Source: an optimization exercise on an open RTL-to-GDS flow (aim: small area and a short achievable clock period). Production flows keep margins and buffers that such runs may drop.
The RTL was checked by simulation tests, not by an equivalence proof against the original design.
Power figures rest on the tool's default switching activity, not on a simulated workload.

--- flow/config.mk ---
export PLATFORM = sky130hd
export DESIGN_NAME = byte_ring_fifo_with_rewind_top
export DESIGN_NICKNAME = byte_ring_fifo_with_rewind_top
export VERILOG_FILES = /design/flow/design.v
export SDC_FILE = /design/flow/constraint.sdc
export NUM_CORES = 4
export LEC_CHECK = 0
export ABC_CLOCK_PERIOD_IN_PS = 3000
export CAP_MARGIN = 20
export CORE_MARGIN = 2
export CORE_UTILIZATION = 50
export CTS_BUF_LIST = sky130_fd_sc_hd__clkbuf_8
export CTS_CLUSTER_DIAMETER = 50
export CTS_CLUSTER_SIZE = 16
export SETUP_SLACK_MARGIN = 3.2
export SLEW_MARGIN = 20
export SYNTH_HIERARCHICAL = 1
--- flow/constraint.sdc ---
create_clock -name core_clock -period 6.3 [get_ports {clk}]
set_input_delay 1.2600 -clock core_clock [delete_from_list [all_inputs] [get_ports {clk}]]
set_output_delay 1.2600 -clock core_clock [all_outputs]
set_load 0.01 [all_outputs]
--- flow/design.v ---
package brf_pkg;
  localparam int STORE_DEPTH_DEF = 256;
  localparam int DATA_W          = 8;
  localparam int CNT_W           = 11;
  localparam int CNT_MAX         = (2 ** CNT_W) - 1;
  localparam logic [1:0] KIND_WRITE  = 2'd0;
  localparam logic [1:0] KIND_READ   = 2'd1;
  localparam logic [1:0] KIND_FLUSH  = 2'd2;
  localparam logic [1:0] KIND_REWIND = 2'd3;
endpackage
module brf_aoi222 (
  input  logic a0, s0, a1, s1, a2, s2,
  output logic y_n
);
  assign y_n = ~((a0 & s0) | (a1 & s1) | (a2 & s2));
endmodule
module brf_rowhit (
  input  logic [5:0] y_n,
  input  logic       row,
  output logic       hit_n
);
  assign hit_n = ~(row & ~(&y_n));
endmodule
import brf_pkg::*;
module byte_ring_fifo_with_rewind_top (
  input  logic        clk,
  input  logic        rst_n,
  input  logic        in_valid,
  output logic        in_stall,
  input  logic [21:0] in_req,
  output logic        out_valid,
  input  logic        out_stall,
  output logic [41:0] out_rsp,
  input  logic        cfg_valid,
  output logic        cfg_ready,
  input  logic [10:0] cfg_data
);
  logic [1:0]  kind;
  logic [7:0]  data_in;
  logic [10:0] rc;
  logic        last;
  assign kind    = in_req[21:20];
  assign data_in = in_req[19:12];
  assign rc      = in_req[11:1];
  assign last    = in_req[0];
  logic [8:0]  depth_r;
  logic [7:0]  rp_r, wp_r;
  logic [8:0]  held_r;
  logic [8:0]  free_r;
  logic [10:0] bc_r;
  logic        clr_r;
  logic [7:0]  clr_cnt_r;
  logic        s1_valid_r, out_valid_r;
  logic        s1_rd_r;
  logic [7:0]  s1_rhi_r;
  logic [15:0] s1_rlo_r [2];
  logic        s1_acc_r;
  logic [8:0]  s1_fill_r;
  logic [10:0] s1_val_r;
  logic        s1_rw_r;
  logic [7:0]  o_raw_r;
  logic        o_inv_r;
  logic        o_acc_r;
  logic [8:0]  o_fill_r;
  logic [10:0] o_bm_r;
  logic [8:0]  o_rew_r;
  logic        in_acc, s1_move;
  logic        is_w, is_r, is_f, is_rw;
  logic        full, empty;
  logic        w_ok, r_ok;
  logic [7:0]  rp_inc, wp_inc, rp_d;
  logic        rp_wrap, wp_wrap;
  logic        rc_big, rc_le_rp;
  logic [7:0]  rp_sub, rp_sub_d, rp_back;
  logic [8:0]  rew;
  logic [10:0] bc_inc, bc_mv;
  logic [7:0]  rp_nxt, wp_nxt;
  logic [8:0]  held_nxt, free_nxt;
  logic [10:0] bc_nxt;
  logic [8:0]  depth_cfg;
  assign cfg_ready = 1'b1;
  assign in_stall  = clr_r | (s1_valid_r & out_valid_r & out_stall);
  assign in_acc    = in_valid & ~in_stall;
  assign s1_move   = s1_valid_r & (~out_valid_r | ~out_stall);
  assign is_w  = (kind == KIND_WRITE);
  assign is_r  = (kind == KIND_READ);
  assign is_f  = (kind == KIND_FLUSH);
  assign is_rw = (kind == KIND_REWIND);
  assign full    = (free_r == 9'd0);
  assign empty   = (held_r == 9'd0);
  assign rp_wrap = ({1'b0, rp_r} == depth_r - 9'd1);
  assign wp_wrap = ({1'b0, wp_r} == depth_r - 9'd1);
  assign rp_inc  = rp_wrap ? 8'd0 : rp_r + 8'd1;
  assign wp_inc  = wp_wrap ? 8'd0 : wp_r + 8'd1;
  assign rp_d    = rp_r + depth_r[7:0];
  assign bc_inc  = (bc_r == 11'(CNT_MAX)) ? bc_r : bc_r + 11'd1;
  assign rc_big   = (rc > {2'b00, free_r});
  assign rc_le_rp = ({3'b000, rp_r} >= rc);
  assign rp_sub   = rp_r - rc[7:0];
  assign rp_sub_d = rp_d - rc[7:0];
  assign rp_back  = rc_big ? wp_r : (rc_le_rp ? rp_sub : rp_sub_d);
  assign rew      = rc_big ? free_r : rc[8:0];
  assign w_ok  = is_w & ~full;
  assign r_ok  = is_r & ~empty;
  assign bc_mv = (w_ok | r_ok) ? bc_inc : bc_r;
  always_comb begin
    rp_nxt   = rp_r;
    wp_nxt   = wp_r;
    held_nxt = held_r;
    free_nxt = free_r;
    bc_nxt   = bc_r;
    case (kind)
      KIND_WRITE: begin
        if (!full) begin
          wp_nxt   = wp_inc;
          held_nxt = held_r + 9'd1;
          free_nxt = free_r - 9'd1;
        end
        bc_nxt = last ? 11'd0 : bc_mv;
      end
      KIND_READ: begin
        if (!empty) begin
          rp_nxt   = rp_inc;
          held_nxt = held_r - 9'd1;
          free_nxt = free_r + 9'd1;
        end
        bc_nxt = last ? 11'd0 : bc_mv;
      end
      KIND_FLUSH: begin
        rp_nxt   = wp_r;
        held_nxt = 9'd0;
        free_nxt = depth_r;
      end
      default: begin
        rp_nxt   = rp_back;
        held_nxt = rc_big ? depth_r : held_r + rc[8:0];
        free_nxt = rc_big ? 9'd0 : free_r - rc[8:0];
      end
    endcase
  end
  assign depth_cfg = (cfg_data == 11'd0) ? 9'd1 :
                     (cfg_data > 11'd256) ? 9'd256 : cfg_data[8:0];
  always_ff @(posedge clk) begin
    if (!rst_n) begin
      depth_r <= 9'd256;
      rp_r    <= '0;
      wp_r    <= '0;
      held_r  <= '0;
      free_r  <= 9'd256;
      bc_r    <= '0;
    end else if (cfg_valid) begin
      depth_r <= depth_cfg;
      rp_r    <= '0;
      wp_r    <= '0;
      held_r  <= '0;
      free_r  <= depth_cfg;
      bc_r    <= '0;
    end else if (in_acc) begin
      rp_r    <= rp_nxt;
      wp_r    <= wp_nxt;
      held_r  <= held_nxt;
      free_r  <= free_nxt;
      bc_r    <= bc_nxt;
    end
  end
  always_ff @(posedge clk) begin
    if (!rst_n) begin
      clr_r     <= 1'b1;
      clr_cnt_r <= '0;
    end else if (clr_r) begin
      clr_cnt_r <= clr_cnt_r + 8'd1;
      if (clr_cnt_r == 8'd255) begin
        clr_r <= 1'b0;
      end
    end
  end
  always_ff @(posedge clk) begin
    if (!rst_n) begin
      s1_valid_r  <= 1'b0;
      out_valid_r <= 1'b0;
    end else begin
      if (in_acc) begin
        s1_valid_r <= 1'b1;
      end else if (s1_move) begin
        s1_valid_r <= 1'b0;
      end
      if (s1_move) begin
        out_valid_r <= 1'b1;
      end else if (!out_stall) begin
        out_valid_r <= 1'b0;
      end
    end
  end
  always_ff @(posedge clk) begin
    if (in_acc) begin
      s1_rd_r   <= r_ok;
      s1_rhi_r     <= rhi[7:0] | rhi[15:8];
      s1_rlo_r[0]  <= (r_ok & ~rp_r[7]) ? rlo : 16'd0;
      s1_rlo_r[1]  <= (r_ok & rp_r[7]) ? rlo : 16'd0;
      s1_acc_r  <= w_ok | r_ok | is_f | is_rw;
      s1_fill_r <= held_nxt;
      s1_val_r  <= is_rw ? {2'b00, rew} : (((is_w | is_r) & last) ? bc_mv : 11'd0);
      s1_rw_r   <= is_rw;
    end
    if (s1_move) begin
      o_raw_r  <= rd_raw;
      o_inv_r  <= ph_r & s1_rd_r;
      o_acc_r  <= s1_acc_r;
      o_fill_r <= s1_fill_r;
      o_bm_r   <= s1_rw_r ? 11'd0 : s1_val_r;
      o_rew_r  <= s1_rw_r ? s1_val_r[8:0] : 9'd0;
    end
  end
  assign out_valid = out_valid_r;
  assign out_rsp   = {o_raw_r ^ {8{o_inv_r}}, o_acc_r, 2'b00, o_fill_r, o_bm_r,
                      2'b00, o_rew_r};
  logic [7:0]   mem [256];
  logic         ph_r;
  logic         st_we;
  logic [7:0]   st_wa, st_wd;
  assign st_we = clr_r | (in_acc & w_ok);
  assign st_wa = clr_r ? clr_cnt_r : wp_r;
  assign st_wd = clr_r ? 8'd0 : data_in;
  logic [2:0]   pend_r;
  logic [7:0]   w1_z_r;
  always_ff @(posedge clk) begin
    if (!rst_n) ph_r <= 1'b0;
    else        ph_r <= ~ph_r;
  end
  logic [2:0]   new_g;
  logic [6:0]   gaddr_r [1:2];
  logic [7:0]   z [3];
  logic [7:0]   wp_d, cnt_d, wa_d;
  logic         clr_d;
  assign wp_d  = !rst_n ? 8'd0 : cfg_valid ? 8'd0 : in_acc ? wp_nxt : wp_r;
  assign clr_d = !rst_n | (clr_r & (clr_cnt_r != 8'd255));
  assign cnt_d = !rst_n ? 8'd0 : clr_r ? clr_cnt_r + 8'd1 : clr_cnt_r;
  assign wa_d  = clr_d ? cnt_d : wp_d;
  function automatic logic [1:0] grp(input logic [7:0] a);
    grp = a[0] ? 2'd2 : ((a[7:1] == 7'd0) ? 2'd0 : 2'd1);
  endfunction
  always_comb begin
    for (int g = 0; g < 3; g++) begin
      new_g[g]  = st_we & (grp(st_wa) == 2'(g));
      z[g]      = ({8{new_g[g]}} & (st_wd ^ {8{ph_r}}))
                | ({8{pend_r[g]}} & w1_z_r);
    end
  end
  always_ff @(posedge clk) begin
    pend_r    <= new_g;
    w1_z_r    <= ~(st_wd ^ {8{ph_r}});
    for (int g = 1; g < 3; g++) begin
      gaddr_r[g] <= new_g[g] ? st_wa[7:1] : wa_d[7:1];
    end
  end
  logic [255:0] wsel;
  always_comb begin
    for (int i = 0; i < 256; i++) begin
      if (i == 0)          wsel[i] = 1'b1;
      else if (i % 2 == 0) wsel[i] = (gaddr_r[1] == 7'(i / 2));
      else                 wsel[i] = (gaddr_r[2] == 7'(i / 2));
    end
  end
  for (genvar i = 0; i < 256; i++) begin : g_ent
    localparam int G = (i == 0) ? 0 : ((i % 2 == 0) ? 1 : 2);
    always_ff @(posedge clk) begin
      mem[i] <= ~(mem[i] | ({8{wsel[i]}} & z[G]));
    end
  end
  logic [7:0]   rd_raw;
  logic [15:0]  rhi, rlo;
  logic [15:0]  hit_n [8];
  always_comb begin
    for (int i = 0; i < 16; i++) begin
      rhi[i] = (rp_r[7:4] == 4'(i));
      rlo[i] = (rp_r[3:0] == 4'(i));
    end
  end
  for (genvar b = 0; b < 8; b++) begin : g_bit
    for (genvar r = 0; r < 16; r++) begin : g_row
      logic [5:0] y_n;
      for (genvar k = 0; k < 5; k++) begin : g_grp
        brf_aoi222 u_aoi (
          .a0 (mem[16*r+3*k][b]),   .s0 (s1_rlo_r[r/8][3*k]),
          .a1 (mem[16*r+3*k+1][b]), .s1 (s1_rlo_r[r/8][3*k+1]),
          .a2 (mem[16*r+3*k+2][b]), .s2 (s1_rlo_r[r/8][3*k+2]),
          .y_n (y_n[k])
        );
      end
      assign y_n[5] = ~(mem[16*r+15][b] & s1_rlo_r[r/8][15]);
      brf_rowhit u_hit (.y_n(y_n), .row(s1_rhi_r[r%8]), .hit_n(hit_n[b][r]));
    end
    assign rd_raw[b] = ~(&hit_n[b]);
  end
endmodule
--- flow/flow/run.sh ---
#!/bin/bash
# Layout flow: the standard layout (standard.sh, ORFS from synthesis to
# the final layout), with the port buffers that ORFS inserts before global
# placement made plain buffers (buf_2) instead of the cell ORFS picks by
# default (a delay buffer). Everything else is the standard flow.
# make's full output goes to flow_make.log in the work folder.
set -euo pipefail
bash standard.sh "BUFFER_PORTS_ARGS=-buffer_cell sky130_fd_sc_hd__buf_2" finish > flow_make.log 2>&1
--- flow/standard.sh ---
#!/bin/bash
# synth_recipe.tcl (not shown) runs the flow's synth.tcl, then flattens the netlist and writes it again
# the make line also repeats each setting of config.mk as NAME=value (left out here)
make -C /OpenROAD-flow-scripts/flow DESIGN_CONFIG=/design/flow/config.mk WORK_HOME=/design/flow/orfs CLKGATE_MAP_FILE= SYNTH_SCRIPT=/design/flow/synth_recipe.tcl "${@:-finish}"
==> notes.md <==
number of remaining DRC errors=0; Highest Clock Rate=between 0.3 and 0.4 GHz; worst path required time=5040 ps; Worst Hold Class=reg2reg; core footprint=149000 µm²; via count=62700; RSZ-0062 raised after global routing=true; top cells by area, synth=dfxtp_1, a21oi_1, a222oi_1; Slowest cell on crit path=edfxtp_1; Die H=391 µm; Wirelength per Cell=between 20 and 30 µm; initial antenna violation count=5; Slew Limit Fails=0; first-pass GRT wire length=394000 µm; min cycle time layout=approximately 3300 ps; Initial Util=50.2%; CP max stage delay=430 ps; die area=153000 µm²; Worst Skew=roughly 69 ps; worst-path fanout max=8; worst skew pair latency=990 ps; Post-synth EDFFs=102; Post-Syn Instances=between 7000 and 8000; CP endpoint kind=output port; DR vias/cell=6.71; Die Span X=391 µm; Iter 0 DRT Violations=a little under 10000; HPWL after DPL=~160000 µm; sequential cell area fraction in the yosys report=61.3%; Initial DRT Pass Iterations=13; final instance area=between 80000 and 90000 µm²; Setup TNS=0 ps; status=complete, no violations; Top delay family on crit path=flip-flops; number of H-tree levels=4; clock-pin slew on the worst setup and hold paths=100 ps; Setup crit start kind=flop; clock net sink count=2241; critical setup path kind=reg2out; worst-path cell chain=buf_12 > xor2_4 > buf_6; Num CTS Buffers=between 150 and 200; vias in the first global route=58800; Routed WL=about 280000 µm; Hold Vio Cnt, Final=0; worst vdd ir=0.208 mV; top_reg_cell synth=dfxtp_1; Leak=30.7 nW; Post-synth ARST share=0%; grt ovf=0; Detail Route Antenna Nets=0; DP Area=77500 µm²; io pins=just over 80; Root Buffer=clkbuf_8; setup violators final=0; pin count of the biggest net entering global routing=about 130; layout cell share with drive strength beyond 1=9.33%; CTS tree=built; Data arrival, critical path=2030 ps; synth warn=16; row count=142; Max-cap violations=0; Syn-to-layout area delta=10.9%; Slew @ Worst Pin=1280 ps; Netlist Area Pre-Place=74900 µm²; period utilisation layout=a little over half; Synth top area share=57.2%; synth unique cells=91; cell taking the most area after synthesis=dfxtp_1; power per cell area=336 nW/µm²; GRT Overall Usage=34.3%; maximum clock path buffer count=3; I/O Buffers=77; buffer and inverter count on the worst path=2; NumNets Final=7383; Avg Cell Area, Syn=10.5 µm²; Yosys reg bits=2241; Slew HR=14.5%; routability congestion estimate=~0.91
cell usage after synthesis, drive strengths merged (10+ instances only):
library cell,number
a211oi,11
or4,14
a222oi,640
o211ai,16
ha,61
buf,144
and2,20
nor2,387
a31oi,31
o21a,12
xnor2,49
a221oi,18
xor2,31
mux2i,27
nand2b,13
dfxtp,2139
fa,11
nand3,40
clkbuf,195
nand4,176
a21oi,2073
edfxtp,102
nor2b,44
and3,17
o21ai,201
nand2,393
inv,83
nor4,10
nor3,36
state kept, by name (all words and copies together) (netlist names), 11 cells and up:
register and cells:
s1_rlo_r 32, mem 2048, bc_r 11, s1_val_r 11, gaddr_r 14, o_bm_r 11
per-module statistics from Yosys (local to each module, per instance):
module,cells inside,area (µm²),flops+latches
brf_aoi222,1,10.0,0
brf_rowhit,3,15.0,0
byte_ring_fifo_with_rewind_top,6134,66500,2241
layout by cell type (no fill, tap or decap), types with 15 or more instances in the layout:
cell type,instances
and2_1,19
clkinvlp_4,20
nor3_1,34
o21ai_0,52
buf_12,31
a31oi_1,29
buf_6,37
buf_4,100
nor2b_1,43
o211ai_1,15
bufinv_16,19
buf_2,69
dfxtp_1,2130
a21oi_1,2071
inv_1,88
clkinv_2,20
and3_1,15
nand2_1,384
xnor2_1,49
o21ai_1,120
nand3_1,40
clkbuf_8,207
ha_1,49
a222oi_1,640
nor2_1,387
a221oi_1,17
mux2i_1,27
o21ai_4,19
edfxtp_1,102
inv_6,21
xor2_1,23
nand4_1,176
final timing paths:
check                                              startpoint                    to  slack (ps)  cells after the start
worst min-delay path                      mem[239][3]$_DFF_P_   mem[239][3]$_DFF_P_         410                      1
worst min register to register            mem[239][3]$_DFF_P_   mem[239][3]$_DFF_P_         410                      1
worst max-delay path                        o_inv_r$_DFFE_PP_           out_rsp[40]        3010                      3
worst max register to register  s1_rlo_r[0][12]$_SDFFCE_PN0P_  o_raw_r[7]$_DFFE_PP_        3090                      7
metrics by stage:
step	power, mW	std cells	utilization [%]	hold WS, ps	worst slack [ps]
after floorplan	17.6	7161	-	388	3040
after global placement	18.8	8948	51.9	396	1720
after detailed placement	18.9	8948	51.9	399	1650
after CTS	27.7	9281	55.1	409	3010
after global routing	28.7	9340	55.6	417	2980
final	27.9	9342	55.6	408	3010
logic make-up after synthesis:
logic type / Yosys count / synth area share [%]
buffers and inverters: 422 / 2.54
XOR/XNOR: 81 / 0.966
flip-flops: 2241 / 61.3
adder cells (fa/ha/maj): 72 / 1.31
multiplexers: 33 / 0.451
other: 2 / 0.0100
AO/OA/AOI/OAI: 3116 / 26.1
AND/OR/NAND/NOR: 1191 / 7.38
area by class of cell:
| class | instances | area [µm²] |
|---|---|---|
| clock buffer | 206 | 2840 |
| timing repair buffer | 258 | 2570 |
| multi-input combinational | 4500 | 27700 |
| tap | 1944 | 2430 |
| sequential | 2241 | 45900 |
| inverter | 83 | 324 |
| fill | 13000 | 66200 |
| antenna | 3 | 7.51 |
| clock inverter | 107 | 1270 |
per-layer routing:
layer | GRT usage [%] | share of wire (%) | wire [µm] | up-vias
met5 | 0 | 0.0097 | 27 | -
met4 | 15.4 | 5.0 | 14100 | 4
met3 | 7.63 | 11 | 31900 | 685
met2 | 52.8 | 44 | 122000 | 3678
met1 | 46.1 | 40 | 111000 | 30600
li1 | - | - | - | 27700
power by group:
part	switching (mW)	total [mW]	internal, mW
logic	2.19	3.13	0.941
registers	0.512	15.7	15.2
clock network	5.15	9.07	3.92
repair_timing:
action / 4_1_cts / 5_1_grt
resized for setup: 57 / 84
setup endpoints to repair: 1249 / 1060
cloned: 3 / 14
hold endpoints to repair: 0 / 0
hold buffers: 0 / 0
buffers inserted: 17 / 40
pin swaps: 25 / 38

-- afterwards: timing with drivers on the ports --
No port has a modelled driver above. Below, the same layout with a new extraction and two added sets of constraints.
Step 1 sets driving cells, clkbuf_16 on the clock port and buf_2 on the other inputs (assumed; they add their load-dependent delay and slew).
Step 2 adds t to the input delays and takes it off the output delays; t is the mean of the earliest and latest rising clock arrival at the registers after step 1. Input paths then give back, and output paths get back, about the clock's delay inside the block.
Slacks: ideal / step 1 / step 2; pairs: ideal / step 1.
t (ns): 1.033
setup WS [ns]: 3.014 / 2.933 / 2.247
hold slack, ns: 0.408 / 0.408 / 0.408
worst register clock-pin slew, ns: 0.11 / 0.11
After both steps this run still meets setup and hold. The setup slack of this run moves by -0.081 ns with the drivers and by -0.767 ns with both steps.
